What follows belongs to an exercise in optimizing a design on an open flow for a short achievable clock period and few clock cycles per item; a production flow would make more cautious choices.
Only simulation tests tie the RTL to the original design; equivalence was not proved.

==> run P <==
==> flow/design.v (excerpt) <==
module md4_iter_core (
   input  logic         clk,
   input  logic         rst,
   input  logic         start,
   input  logic         init_sel,
   input  logic [511:0] block_in,
   input  logic [127:0] chain_in,
   output logic         ready,
   output logic         busy,
   output logic         done,
   output logic [127:0] digest
);
   localparam logic [127:0] MD4_IV = 128'h10325476_98badcfe_efcdab89_67452301;
   logic [2:0] v_q;        
   logic         ready_q;    
   logic         done_q;
   logic [127:0] digest_q;
   logic [511:0] x_q;        
   logic [127:0] cv_q;       
   logic [127:0] cv_in;
   logic [127:0] dg;
   logic         accept;
   logic [511:0] xk1_q;      
   logic [511:0] xk2_q;      
   logic [511:0] xk1_in, xk2_in;
   logic [31:0]  r1_h, r1_cn, r1_n2, r1_y1, r1_gan, r1_gbn, r1_han, r1_hbn;
   logic [31:0]  r2_h, r2_cn, r2_n2, r2_y1, r2_gan, r2_gbn, r2_han, r2_hbn;
   logic [31:0]  r3_h, r3_cn, r3_n2, r3_y1, r3_gan, r3_gbn, r3_han, r3_hbn;
  ...
clock: 25.0 ns
lec_check: 0
cap_margin: 40
core_margin: 2
core_utilization: 40
setup_slack_margin: 5
slew_margin: 40
synth_hierarchical: 1
run.sh (not shown) runs the stock make flow with config.mk's settings and CLKGATE_MAP_FILE= SYNTH_SCRIPT=/design/flow/synth_recipe.tcl, a recipe that flattens the netlist after the stock synthesis.
==> inputs of run F, as changes to run P <==
--- a/flow/design.v
+++ b/flow/design.v
@@ -212,35 +212,35 @@
    md4_sel_f u_sel20 (.hb({hh19[18:0], hh19[31:19]}), .cbn({cn19[18:0], cn19[31:19]}), .g1(g1_20), .g0(g0_20), .h1(h1_20), .h0(h0_20), .g(g20), .h(h20), .h2(hh20));
    md4_ks #(.INV(0)) u_ks20 (.g_in(g20), .h_in(h20), .cx(cn20), .t(t20));
    assign n20 = {t20[28:0], t20[31:29]};
    md4_add u_y21 (.a(n17), .b(xk1_q[191:160]), .s(y21));
    md4_pg #(.R(1), .INV(0)) u_pg21 (.c(n19), .d(n18), .y(y21), .g1(g1_21), .g0(g0_21), .h1(h1_21), .h0(h0_21));
    md4_sel_f u_sel21 (.hb({hh20[28:0], hh20[31:29]}), .cbn({cn20[28:0], cn20[31:29]}), .g1(g1_21), .g0(g0_21), .h1(h1_21), .h0(h0_21), .g(g21), .h(h21), .h2(hh21));
    md4_ks #(.INV(0)) u_ks21 (.g_in(g21), .h_in(h21), .cx(cn21), .t(t21));
    assign n21 = {t21[26:0], t21[31:27]};
-   md4_sel_c u_sel22 (.cbn({r2_cn[26:0], r2_cn[31:27]}), .gan(r2_gan), .gbn(r2_gbn), .han(r2_han), .hbn(r2_hbn), .g(g22), .h(h22), .h2(hh22));
+   md4_add u_y22 (.a(n18), .b(xk1_q[319:288]), .s(y22));
+   md4_pg #(.R(1), .INV(0)) u_pg22 (.c(n20), .d(n19), .y(y22), .g1(g1_22), .g0(g0_22), .h1(h1_22), .h0(h0_22));
+   md4_sel_f u_sel22 (.hb({hh21[26:0], hh21[31:27]}), .cbn({cn21[26:0], cn21[31:27]}), .g1(g1_22), .g0(g0_22), .h1(h1_22), .h0(h0_22), .g(g22), .h(h22), .h2(hh22));
    md4_ks #(.INV(0)) u_ks22 (.g_in(g22), .h_in(h22), .cx(cn22), .t(t22));
    assign n22 = {t22[22:0], t22[31:23]};
-   assign y23 = r2_y1;
-   md4_pg #(.R(1), .INV(0)) u_pg23 (.c(rn2), .d(r2_n2), .y(y23), .g1(g1_23), .g0(g0_23), .h1(h1_23), .h0(h0_23));
-   md4_sel_f u_sel23 (.hb({hh22[22:0], hh22[31:23]}), .cbn({cn22[22:0], cn22[31:23]}), .g1(g1_23), .g0(g0_23), .h1(h1_23), .h0(h0_23), .g(g23), .h(h23), .h2(hh23));
+   md4_sel_c u_sel23 (.cbn({r2_cn[22:0], r2_cn[31:23]}), .gan(r2_gan), .gbn(r2_gbn), .han(r2_han), .hbn(r2_hbn), .g(g23), .h(h23), .h2(hh23));
    md4_ks #(.INV(0)) u_ks23 (.g_in(g23), .h_in(h23), .cx(cn23), .t(t23));
    assign n23 = {t23[18:0], t23[31:19]};
-   md4_add u_y24 (.a(r2_n2), .b(xk1_q[95:64]), .s(y24));
-   md4_pg #(.R(1), .INV(0)) u_pg24 (.c(n22), .d(rn2), .y(y24), .g1(g1_24), .g0(g0_24), .h1(h1_24), .h0(h0_24));
+   assign y24 = r2_y1;
+   md4_pg #(.R(1), .INV(0)) u_pg24 (.c(rn2), .d(r2_n2), .y(y24), .g1(g1_24), .g0(g0_24), .h1(h1_24), .h0(h0_24));
    md4_sel_f u_sel24 (.hb({hh23[18:0], hh23[31:19]}), .cbn({cn23[18:0], cn23[31:19]}), .g1(g1_24), .g0(g0_24), .h1(h1_24), .h0(h0_24), .g(g24), .h(h24), .h2(hh24));
    md4_ks #(.INV(0)) u_ks24 (.g_in(g24), .h_in(h24), .cx(cn24), .t(t24));
    assign n24 = {t24[28:0], t24[31:29]};
-   md4_add u_y25 (.a(rn2), .b(xk1_q[223:192]), .s(y25));
-   md4_pg #(.R(1), .INV(0)) u_pg25 (.c(n23), .d(n22), .y(y25), .g1(g1_25), .g0(g0_25), .h1(h1_25), .h0(h0_25));
+   md4_add u_y25 (.a(r2_n2), .b(xk1_q[223:192]), .s(y25));
+   md4_pg #(.R(1), .INV(0)) u_pg25 (.c(n23), .d(rn2), .y(y25), .g1(g1_25), .g0(g0_25), .h1(h1_25), .h0(h0_25));
    md4_sel_f u_sel25 (.hb({hh24[28:0], hh24[31:29]}), .cbn({cn24[28:0], cn24[31:29]}), .g1(g1_25), .g0(g0_25), .h1(h1_25), .h0(h0_25), .g(g25), .h(h25), .h2(hh25));
    md4_ks #(.INV(0)) u_ks25 (.g_in(g25), .h_in(h25), .cx(cn25), .t(t25));
    assign n25 = {t25[26:0], t25[31:27]};
-   md4_add u_y26 (.a(n22), .b(xk1_q[351:320]), .s(y26));
+   md4_add u_y26 (.a(rn2), .b(xk1_q[351:320]), .s(y26));
    md4_pg #(.R(1), .INV(0)) u_pg26 (.c(n24), .d(n23), .y(y26), .g1(g1_26), .g0(g0_26), .h1(h1_26), .h0(h0_26));
    md4_sel_f u_sel26 (.hb({hh25[26:0], hh25[31:27]}), .cbn({cn25[26:0], cn25[31:27]}), .g1(g1_26), .g0(g0_26), .h1(h1_26), .h0(h0_26), .g(g26), .h(h26), .h2(hh26));
    md4_ks #(.INV(0)) u_ks26 (.g_in(g26), .h_in(h26), .cx(cn26), .t(t26));
    assign n26 = {t26[22:0], t26[31:23]};
    md4_add u_y27 (.a(n23), .b(xk1_q[479:448]), .s(y27));
    md4_pg #(.R(1), .INV(0)) u_pg27 (.c(n25), .d(n24), .y(y27), .g1(g1_27), .g0(g0_27), .h1(h1_27), .h0(h0_27));
    md4_sel_f u_sel27 (.hb({hh26[22:0], hh26[31:23]}), .cbn({cn26[22:0], cn26[31:23]}), .g1(g1_27), .g0(g0_27), .h1(h1_27), .h0(h0_27), .g(g27), .h(h27), .h2(hh27));
    md4_ks #(.INV(0)) u_ks27 (.g_in(g27), .h_in(h27), .cx(cn27), .t(t27));
@@ -275,35 +275,35 @@
    md4_sel_f u_sel33 (.hb({hh32[28:0], hh32[31:29]}), .cbn({cn32[28:0], cn32[31:29]}), .g1(g1_33), .g0(g0_33), .h1(h1_33), .h0(h0_33), .g(g33), .h(h33), .h2(hh33));
    md4_ks #(.INV(0)) u_ks33 (.g_in(g33), .h_in(h33), .cx(cn33), .t(t33));
    assign n33 = {t33[22:0], t33[31:23]};
    md4_add u_y34 (.a(n30), .b(xk2_q[159:128]), .s(y34));
    md4_pg #(.R(2), .INV(0)) u_pg34 (.c(n32), .d(n31), .y(y34), .g1(g1_34), .g0(g0_34), .h1(h1_34), .h0(h0_34));
    md4_sel_f u_sel34 (.hb({hh33[22:0], hh33[31:23]}), .cbn({cn33[22:0], cn33[31:23]}), .g1(g1_34), .g0(g0_34), .h1(h1_34), .h0(h0_34), .g(g34), .h(h34), .h2(hh34));
    md4_ks #(.INV(0)) u_ks34 (.g_in(g34), .h_in(h34), .cx(cn34), .t(t34));
    assign n34 = {t34[20:0], t34[31:21]};
-   md4_sel_c u_sel35 (.cbn({r3_cn[20:0], r3_cn[31:21]}), .gan(r3_gan), .gbn(r3_gbn), .han(r3_han), .hbn(r3_hbn), .g(g35), .h(h35), .h2(hh35));
+   md4_add u_y35 (.a(n31), .b(xk2_q[415:384]), .s(y35));
+   md4_pg #(.R(2), .INV(0)) u_pg35 (.c(n33), .d(n32), .y(y35), .g1(g1_35), .g0(g0_35), .h1(h1_35), .h0(h0_35));
+   md4_sel_f u_sel35 (.hb({hh34[20:0], hh34[31:21]}), .cbn({cn34[20:0], cn34[31:21]}), .g1(g1_35), .g0(g0_35), .h1(h1_35), .h0(h0_35), .g(g35), .h(h35), .h2(hh35));
    md4_ks #(.INV(0)) u_ks35 (.g_in(g35), .h_in(h35), .cx(cn35), .t(t35));
    assign n35 = {t35[16:0], t35[31:17]};
-   assign y36 = r3_y1;
-   md4_pg #(.R(2), .INV(0)) u_pg36 (.c(rn3), .d(r3_n2), .y(y36), .g1(g1_36), .g0(g0_36), .h1(h1_36), .h0(h0_36));
-   md4_sel_f u_sel36 (.hb({hh35[16:0], hh35[31:17]}), .cbn({cn35[16:0], cn35[31:17]}), .g1(g1_36), .g0(g0_36), .h1(h1_36), .h0(h0_36), .g(g36), .h(h36), .h2(hh36));
+   md4_sel_c u_sel36 (.cbn({r3_cn[16:0], r3_cn[31:17]}), .gan(r3_gan), .gbn(r3_gbn), .han(r3_han), .hbn(r3_hbn), .g(g36), .h(h36), .h2(hh36));
    md4_ks #(.INV(0)) u_ks36 (.g_in(g36), .h_in(h36), .cx(cn36), .t(t36));
    assign n36 = {t36[28:0], t36[31:29]};
-   md4_add u_y37 (.a(r3_n2), .b(xk2_q[351:320]), .s(y37));
-   md4_pg #(.R(2), .INV(0)) u_pg37 (.c(n35), .d(rn3), .y(y37), .g1(g1_37), .g0(g0_37), .h1(h1_37), .h0(h0_37));
+   assign y37 = r3_y1;
+   md4_pg #(.R(2), .INV(0)) u_pg37 (.c(rn3), .d(r3_n2), .y(y37), .g1(g1_37), .g0(g0_37), .h1(h1_37), .h0(h0_37));
    md4_sel_f u_sel37 (.hb({hh36[28:0], hh36[31:29]}), .cbn({cn36[28:0], cn36[31:29]}), .g1(g1_37), .g0(g0_37), .h1(h1_37), .h0(h0_37), .g(g37), .h(h37), .h2(hh37));
    md4_ks #(.INV(0)) u_ks37 (.g_in(g37), .h_in(h37), .cx(cn37), .t(t37));
    assign n37 = {t37[22:0], t37[31:23]};
-   md4_add u_y38 (.a(rn3), .b(xk2_q[223:192]), .s(y38));
-   md4_pg #(.R(2), .INV(0)) u_pg38 (.c(n36), .d(n35), .y(y38), .g1(g1_38), .g0(g0_38), .h1(h1_38), .h0(h0_38));
+   md4_add u_y38 (.a(r3_n2), .b(xk2_q[223:192]), .s(y38));
+   md4_pg #(.R(2), .INV(0)) u_pg38 (.c(n36), .d(rn3), .y(y38), .g1(g1_38), .g0(g0_38), .h1(h1_38), .h0(h0_38));
    md4_sel_f u_sel38 (.hb({hh37[22:0], hh37[31:23]}), .cbn({cn37[22:0], cn37[31:23]}), .g1(g1_38), .g0(g0_38), .h1(h1_38), .h0(h0_38), .g(g38), .h(h38), .h2(hh38));
    md4_ks #(.INV(0)) u_ks38 (.g_in(g38), .h_in(h38), .cx(cn38), .t(t38));
    assign n38 = {t38[20:0], t38[31:21]};
-   md4_add u_y39 (.a(n35), .b(xk2_q[479:448]), .s(y39));
+   md4_add u_y39 (.a(rn3), .b(xk2_q[479:448]), .s(y39));
    md4_pg #(.R(2), .INV(0)) u_pg39 (.c(n37), .d(n36), .y(y39), .g1(g1_39), .g0(g0_39), .h1(h1_39), .h0(h0_39));
    md4_sel_f u_sel39 (.hb({hh38[20:0], hh38[31:21]}), .cbn({cn38[20:0], cn38[31:21]}), .g1(g1_39), .g0(g0_39), .h1(h1_39), .h0(h0_39), .g(g39), .h(h39), .h2(hh39));
    md4_ks #(.INV(0)) u_ks39 (.g_in(g39), .h_in(h39), .cx(cn39), .t(t39));
    assign n39 = {t39[16:0], t39[31:17]};
    md4_add u_y40 (.a(n36), .b(xk2_q[63:32]), .s(y40));
    md4_pg #(.R(2), .INV(0)) u_pg40 (.c(n38), .d(n37), .y(y40), .g1(g1_40), .g0(g0_40), .h1(h1_40), .h0(h0_40));
    md4_sel_f u_sel40 (.hb({hh39[16:0], hh39[31:17]}), .cbn({cn39[16:0], cn39[31:17]}), .g1(g1_40), .g0(g0_40), .h1(h1_40), .h0(h0_40), .g(g40), .h(h40), .h2(hh40));
    md4_ks #(.INV(0)) u_ks40 (.g_in(g40), .h_in(h40), .cx(cn40), .t(t40));
@@ -344,54 +344,54 @@
    md4_ks #(.INV(0)) u_ks47 (.g_in(g47), .h_in(h47), .cx(cn47), .t(t47));
    assign n47 = {t47[16:0], t47[31:17]};
    assign rn1 = {rt1[28:0], rt1[31:29]};
    assign rt1 = ~(r1_h ^ r1_cn);
    md4_add u_s1_y0 (.a(n5), .b(block_in[319:288]), .s(s1_y0));
    md4_pg #(.R(0), .INV(0)) u_s1_pg (.c(n7), .d(n6), .y(s1_y0), .g1(s1_g1), .g0(s1_g0), .h1(s1_h1), .h0(s1_h0));
    md4_sel_p u_s1_sp (.hb({hh8[28:0], hh8[31:29]}), .g1(s1_g1), .g0(s1_g0), .h1(s1_h1), .h0(s1_h0), .gan(s1_gan), .gbn(s1_gbn), .han(s1_han), .hbn(s1_hbn));
    md4_add u_s1_y1 (.a(n6), .b(block_in[351:320]), .s(s1_y1));
-   assign rn2 = {rt2[26:0], rt2[31:27]};
+   assign rn2 = {rt2[22:0], rt2[31:23]};
    assign rt2 = ~(r2_h ^ r2_cn);
-   md4_add u_s2_y0 (.a(n18), .b(xk1_q[319:288]), .s(s2_y0));
-   md4_pg #(.R(1), .INV(0)) u_s2_pg (.c(n20), .d(n19), .y(s2_y0), .g1(s2_g1), .g0(s2_g0), .h1(s2_h1), .h0(s2_h0));
-   md4_sel_p u_s2_sp (.hb({hh21[26:0], hh21[31:27]}), .g1(s2_g1), .g0(s2_g0), .h1(s2_h1), .h0(s2_h0), .gan(s2_gan), .gbn(s2_gbn), .han(s2_han), .hbn(s2_hbn));
-   md4_add u_s2_y1 (.a(n19), .b(xk1_q[447:416]), .s(s2_y1));
-   assign rn3 = {rt3[20:0], rt3[31:21]};
+   md4_add u_s2_y0 (.a(n19), .b(xk1_q[447:416]), .s(s2_y0));
+   md4_pg #(.R(1), .INV(0)) u_s2_pg (.c(n21), .d(n20), .y(s2_y0), .g1(s2_g1), .g0(s2_g0), .h1(s2_h1), .h0(s2_h0));
+   md4_sel_p u_s2_sp (.hb({hh22[22:0], hh22[31:23]}), .g1(s2_g1), .g0(s2_g0), .h1(s2_h1), .h0(s2_h0), .gan(s2_gan), .gbn(s2_gbn), .han(s2_han), .hbn(s2_hbn));
+   md4_add u_s2_y1 (.a(n20), .b(xk1_q[95:64]), .s(s2_y1));
+   assign rn3 = {rt3[16:0], rt3[31:17]};
    assign rt3 = ~(r3_h ^ r3_cn);
-   md4_add u_s3_y0 (.a(n31), .b(xk2_q[415:384]), .s(s3_y0));
-   md4_pg #(.R(2), .INV(0)) u_s3_pg (.c(n33), .d(n32), .y(s3_y0), .g1(s3_g1), .g0(s3_g0), .h1(s3_h1), .h0(s3_h0));
-   md4_sel_p u_s3_sp (.hb({hh34[20:0], hh34[31:21]}), .g1(s3_g1), .g0(s3_g0), .h1(s3_h1), .h0(s3_h0), .gan(s3_gan), .gbn(s3_gbn), .han(s3_han), .hbn(s3_hbn));
-   md4_add u_s3_y1 (.a(n32), .b(xk2_q[95:64]), .s(s3_y1));
+   md4_add u_s3_y0 (.a(n32), .b(xk2_q[95:64]), .s(s3_y0));
+   md4_pg #(.R(2), .INV(0)) u_s3_pg (.c(n34), .d(n33), .y(s3_y0), .g1(s3_g1), .g0(s3_g0), .h1(s3_h1), .h0(s3_h0));
+   md4_sel_p u_s3_sp (.hb({hh35[16:0], hh35[31:17]}), .g1(s3_g1), .g0(s3_g0), .h1(s3_h1), .h0(s3_h0), .gan(s3_gan), .gbn(s3_gbn), .han(s3_han), .hbn(s3_hbn));
+   md4_add u_s3_y1 (.a(n33), .b(xk2_q[351:320]), .s(s3_y1));
    md4_add u_dg0 (.a(n44), .b(cv_q[31:0]), .s(dg[31:0]));
    md4_add u_dg2 (.a(n46), .b(cv_q[95:64]), .s(dg[95:64]));
    md4_add u_dg3 (.a(n45), .b(cv_q[127:96]), .s(dg[127:96]));
    md4_pg #(.R(3), .INV(0)) u_pgdg1 (.c('0), .d('0), .y(cv_q[63:32]), .g1(dg1_g1), .g0(dg1_g0), .h1(dg1_h1), .h0(dg1_h0));
    md4_sel_f u_seldg1 (.hb({hh47[16:0], hh47[31:17]}), .cbn({cn47[16:0], cn47[31:17]}), .g1(dg1_g1), .g0(dg1_g0), .h1(dg1_h1), .h0(dg1_h0), .g(dg1_g), .h(dg1_h), .h2(dg1_hh));
    md4_ks #(.INV(0)) u_dg1 (.g_in(dg1_g), .h_in(dg1_h), .cx(dg1_cn), .t(dg[63:32]));
    always_ff @(posedge clk) begin
       r1_h <= hh8;
       r1_cn <= cn8;
       r1_n2 <= n7;
       r1_gan <= s1_gan;
       r1_gbn <= s1_gbn;
       r1_han <= s1_han;
       r1_hbn <= s1_hbn;
       r1_y1 <= s1_y1;
-      r2_h <= hh21;
-      r2_cn <= cn21;
-      r2_n2 <= n20;
+      r2_h <= hh22;
+      r2_cn <= cn22;
+      r2_n2 <= n21;
       r2_gan <= s2_gan;
       r2_gbn <= s2_gbn;
       r2_han <= s2_han;
       r2_hbn <= s2_hbn;
       r2_y1 <= s2_y1;
-      r3_h <= hh34;
-      r3_cn <= cn34;
-      r3_n2 <= n33;
+      r3_h <= hh35;
+      r3_cn <= cn35;
+      r3_n2 <= n34;
       r3_gan <= s3_gan;
       r3_gbn <= s3_gbn;
       r3_han <= s3_han;
       r3_hbn <= s3_hbn;
       r3_y1 <= s3_y1;
    end
    always_ff @(posedge clk) begin
       if (ready) begin
CORE_UTILIZATION = 45   (was 40)
==> notes.md <==
WL per Instance=39.4 um; WP buf/inv=13; Worst setup endpoint=r1_y1[24]; critical path peak fanout=12; wl on met1=about 1100000 um; filler cell count=~110k; status=finished clean; met2 routed WL=1050000 um
the above is filed under run P

==> notes.md <==
status=finished with violations; wl on met1=1060000 um; met2 routed WL=around 1000000 um; violated checks=max-capacitance violations, max-slew violations; filler cell count=91.4k; Max Slew Vio Count=11; Max-cap violations=4; Worst setup endpoint=digest_q[59]; critical path peak fanout=4
the above is filed under run F

Testbench counts of run P, summed over its fixed seeds: cycles 2,048, blocks 512.
Testbench counts of run F, summed over its fixed seeds: cycles 2,048, blocks 512.

-- separate check: timing with driven ports --
The results above use ideal ports. As a check the final layouts listed here were re-extracted and re-timed, cells and wires unchanged. Step 1 assumes that a clkbuf_16 drives the clock port and a buf_2 every other input. Step 2 moves the port delays by t, midway between the first and last clock arrival at a register: inputs arrive t later, outputs are due t later. That takes back most of the time a late clock gives input paths. a / b / c = no drivers / after step 1 / after step 2; a / b = the first two.
run	t, ns	setup WS [ns]	worst setup path at the end	worst register clock-pin slew, ns	pins driven straight from the clock port
run P	1.240	4.619 / 4.750 / 3.510	input to register	0.10 / 0.10	1
run F	1.206	3.406 / 3.406 / 3.406	register to register	0.10 / 0.10	1
The setup slack of run P, which loses most, moves by +0.131 ns with the drivers and by -1.109 ns with both steps.
